Context: an optimization exercise on an open-source flow, tuned for small area. The choices shown serve that exercise and are no tape-out recipe.
The RTL was checked by simulation tests, not by an equivalence proof against the original design.
Power is estimated from default activity; no workload was simulated.

12-05:
## vga_scene_renderer
module vga_scene_renderer #(
    parameter int          NUM_RECTS    = 16,
    parameter int          COORD_W      = 10,
    parameter int          CEIL_Y       = 75,
    parameter int          FADE_SHIFT   = 3,
    parameter logic [23:0] BG_COLOR     = vga_scene_pkg::LIGHT_GRAY,
    parameter logic [23:0] PLAYER_COLOR = 24'h0000FF
) (
    input  logic                         clk,
    input  logic                         rst,
    input  logic [COORD_W-1:0]           x,
    input  logic [COORD_W-1:0]           y,
    input  logic                         active_pixels,
    input  logic                         frame_start,
    input  logic [COORD_W-1:0]           player_x,
    input  logic [COORD_W-1:0]           player_y,
    input  logic [COORD_W-1:0]           lava_x,
    input  logic [COORD_W-1:0]           lava_height,
    input  logic [2:0]                   game_state,
    input  logic                         wr_en,
    input  logic [$clog2(NUM_RECTS)-1:0] wr_idx,
    input  logic [COORD_W-1:0]           wr_x0,
    input  logic [COORD_W-1:0]           wr_x1,
    input  logic [COORD_W-1:0]           wr_y0,
    input  logic [COORD_W-1:0]           wr_y1,
    input  logic [23:0]                  wr_color,
    input  logic                         wr_valid,
    input  logic                         clear_all,
    output logic [7:0]                   VGA_R,
    output logic [7:0]                   VGA_G,
    output logic [7:0]                   VGA_B,
    output logic                         out_active
);
clock: 8.0 ns
lec_check: 0
cap_margin: 20
core_margin: 2
core_utilization: 60
place_density: 0.75
slew_margin: 20
standard.sh (not shown) runs the stock make flow with config.mk's settings and CLKGATE_MAP_FILE= SYNTH_SCRIPT=/design/flow/synth_recipe.tcl, a recipe that flattens the netlist after the stock synthesis.
==> flow/flow/run.sh <==
#!/bin/bash
# Layout flow: the standard ORFS flow with three changes.
#  1. Synthesis maps the logic with an area-oriented ABC script (flow/abc_map.script);
#     everything else in synthesis, including the flip-flop mapping, is unchanged.
#  2. Ports are buffered with sky130_fd_sc_hd__buf_1 instead of the default pick.
#  3. Clock tree synthesis uses small clock buffers and no dummy loads.
# Each tool's full output stays in orfs/logs/; make's output goes to flow_make.log.
set -euo pipefail
W=$(pwd)
HERE=$(cd "$(dirname "$0")" && pwd)

rm -rf "$W/orfs_scripts"
cp -r "$FLOW_HOME/scripts" "$W/orfs_scripts"
cp "$HERE/abc_map.script" "$W/orfs_scripts/abc_speed.script"

export SCRIPTS_DIR="$W/orfs_scripts"
export BUFFER_PORTS_ARGS="-buffer_cell sky130_fd_sc_hd__buf_1"
export CTS_ARGS="-sink_clustering_enable -sink_clustering_size 16 -sink_clustering_max_diameter 80 -repair_clock_nets -dont_use_dummy_load -buf_list {sky130_fd_sc_hd__clkbuf_4 sky130_fd_sc_hd__clkbuf_8}"

bash standard.sh finish > "$W/flow_make.log" 2>&1
==> flow/flow/abc_map.script <==
strash
&get -n
&fraig -x
&put
scorr
dc2
strash
&get -n
&dch -f
&nf -a
&put
strash
&get -n
&dch -f
&nf -a
&put
The following lists how 11-03 was set up differently from 12-05:
-- flow/design.v --
<<< 12-05, line 124
        r_add = win_q ? {1'b0, kl, 1'b0} : {kl, 2'b0};
    end
    assign r_s   = add8({1'b0, r_b[6:0]}, {1'b0, r_add[6:0]}, 1'b0);
    assign r_o   = {r_b[7], r_s[6:0]};
    assign g_add = g_b[5] ? 8'd0 : {2'b0, level_q, 2'b0};
    assign g_s   = add8({2'b0, g_b[5:0]}, {2'b0, g_add[5:0]}, 1'b0);
    assign g_o   = win_q ? {g_b[7:6], g_s[5:0]} : halve_blend(g_b, k_lvl);
    assign b_o   = halve_blend(b_b, win_q ? 4'd8 : k_lvl);
    assign tint_color = {r_o, g_o, b_o};
endmodule
>>> 11-03, line 124
        r_add = win_q ? {1'b0, kl, 1'b0} : {kl, 2'b0};
    end
    assign r_s   = add8(r_b, r_add, 1'b0);
    assign r_o   = r_s[7:0];
    assign g_add = g_b[5] ? 8'd0 : {2'b0, level_q, 2'b0};
    assign g_s   = add8(g_b, g_add, 1'b0);
    assign g_o   = win_q ? g_s[7:0] : halve_blend(g_b, k_lvl);
    assign b_o   = win_q ? b_b : halve_blend(b_b, k_lvl);
    assign tint_color = {r_o, g_o, b_o};
endmodule
<<< 12-05, line 174
        ge_n = c;
    endfunction
    function automatic logic gt_n(input logic [COORD_W-1:0] a, input logic [COORD_W-1:0] nb);
        logic c;
        c = 1'b0;
        for (int i = 0; i < COORD_W; i++) begin
            c = (a[i] & nb[i]) | ((a[i] | nb[i]) & c);
        end
        gt_n = c;
    endfunction
    function automatic logic [COORD_W:0] add_r(input logic [COORD_W-1:0] a,
                                               input logic [COORD_W-1:0] b,
>>> 11-03, line 174
        ge_n = c;
    endfunction
    function automatic logic [COORD_W:0] add_r(input logic [COORD_W-1:0] a,
                                               input logic [COORD_W-1:0] b,
<<< 12-05, line 218
            if (wsel[i]) begin
                rq_x0[i]    <= ~wr_x0;
                rq_x1[i]    <= ~wr_x1;
                rq_y0[i]    <= ~wr_y0;
                rq_y1[i]    <= ~wr_y1;
                rq_color[i] <= wr_color;
            end
>>> 11-03, line 210
            if (wsel[i]) begin
                rq_x0[i]    <= ~wr_x0;
                rq_x1[i]    <= wr_x1;
                rq_y0[i]    <= ~wr_y0;
                rq_y1[i]    <= wr_y1;
                rq_color[i] <= wr_color;
            end
<<< 12-05, line 231
    logic                 act1_q;
    logic [COORD_W:0]     dxs, dys, dxl, lava_y_sum;
    always_comb begin
        for (int i = 0; i < NUM_RECTS; i++) begin
            hit[i] = rq_valid[i] &&
                     ge_n(x, rq_x0[i]) && !gt_n(x, rq_x1[i]) &&
                     ge_n(y, rq_y0[i]) && !gt_n(y, rq_y1[i]);
        end
    end
>>> 11-03, line 223
    logic                 act1_q;
    logic [COORD_W:0]     dxs, dys, dxl, lava_y_sum;
    logic [COORD_W-1:0]   nx, ny;
    assign nx = ~x;
    assign ny = ~y;
    always_comb begin
        for (int i = 0; i < NUM_RECTS; i++) begin
            hit[i] = rq_valid[i] &&
                     ge_n(x, rq_x0[i]) && ge_n(rq_x1[i], nx) &&
                     ge_n(y, rq_y0[i]) && ge_n(rq_y1[i], ny);
        end
    end
Results
- The timing endpoint of the critical path comes out rgb_q[6] in one run and rgb_q[14] in the other, namely in 12-05 and 11-03 respectively.
- On clock share of power, 12-05 tracks 11-03 almost exactly.
- Summary: with 12-05 as the reference, per-cell routed wire length in 11-03 moved down by a few percent.
- Taking 12-05 as the reference, in 11-03 wire length on met2 saw a decrease; setup slack higher.
- In the reports for 11-03 and 12-05, the larger via count belongs to 12-05.
- Summary of 11-03 over 12-05: reg2reg setup slack +0.10 ns, area after detailed placement +about 1%, die boundary width +about 0.35%.
- Clock insertion delay at the later pin of the skew report in 11-03 is 0.03 ns above 12-05.
- The final reports for 11-03 and 12-05 show average via count per standard cell lower in the former.
- Between 12-05 and 11-03, the clock transition at the register clock pins on the worst setup and hold paths after CTS does not differ in any meaningful way.

[port drivers added, routing unchanged]
No port has a modelled driver above. Below, the same layouts with a new extraction and two added sets of constraints.
Step 1, drivers: a clkbuf_16 drives clk and a buf_2 each remaining input, both assumed.
Step 2 moves the port delays by t, midway between the first and last clock arrival at a register: inputs arrive t later, outputs are due t later. That takes back most of the time a late clock gives input paths.
a / b / c = ideal / step 1 / step 2; a / b = the first two.
run	shift t [ns]	slack for setup (ns)	slew at the worst register clock pin (ns)	worst data-port slew with drivers (ns)
12-05	0.751	0.948 / 0.948 / 0.874	0.10 / 0.10	0.13
11-03	0.756	1.043 / 1.043 / 0.527	0.11 / 0.11	0.13
After both steps setup and hold are still met in every run listed. For 11-03, which loses most, drivers alone change the setup slack by 0.000 ns; drivers and shift together by -0.516 ns.
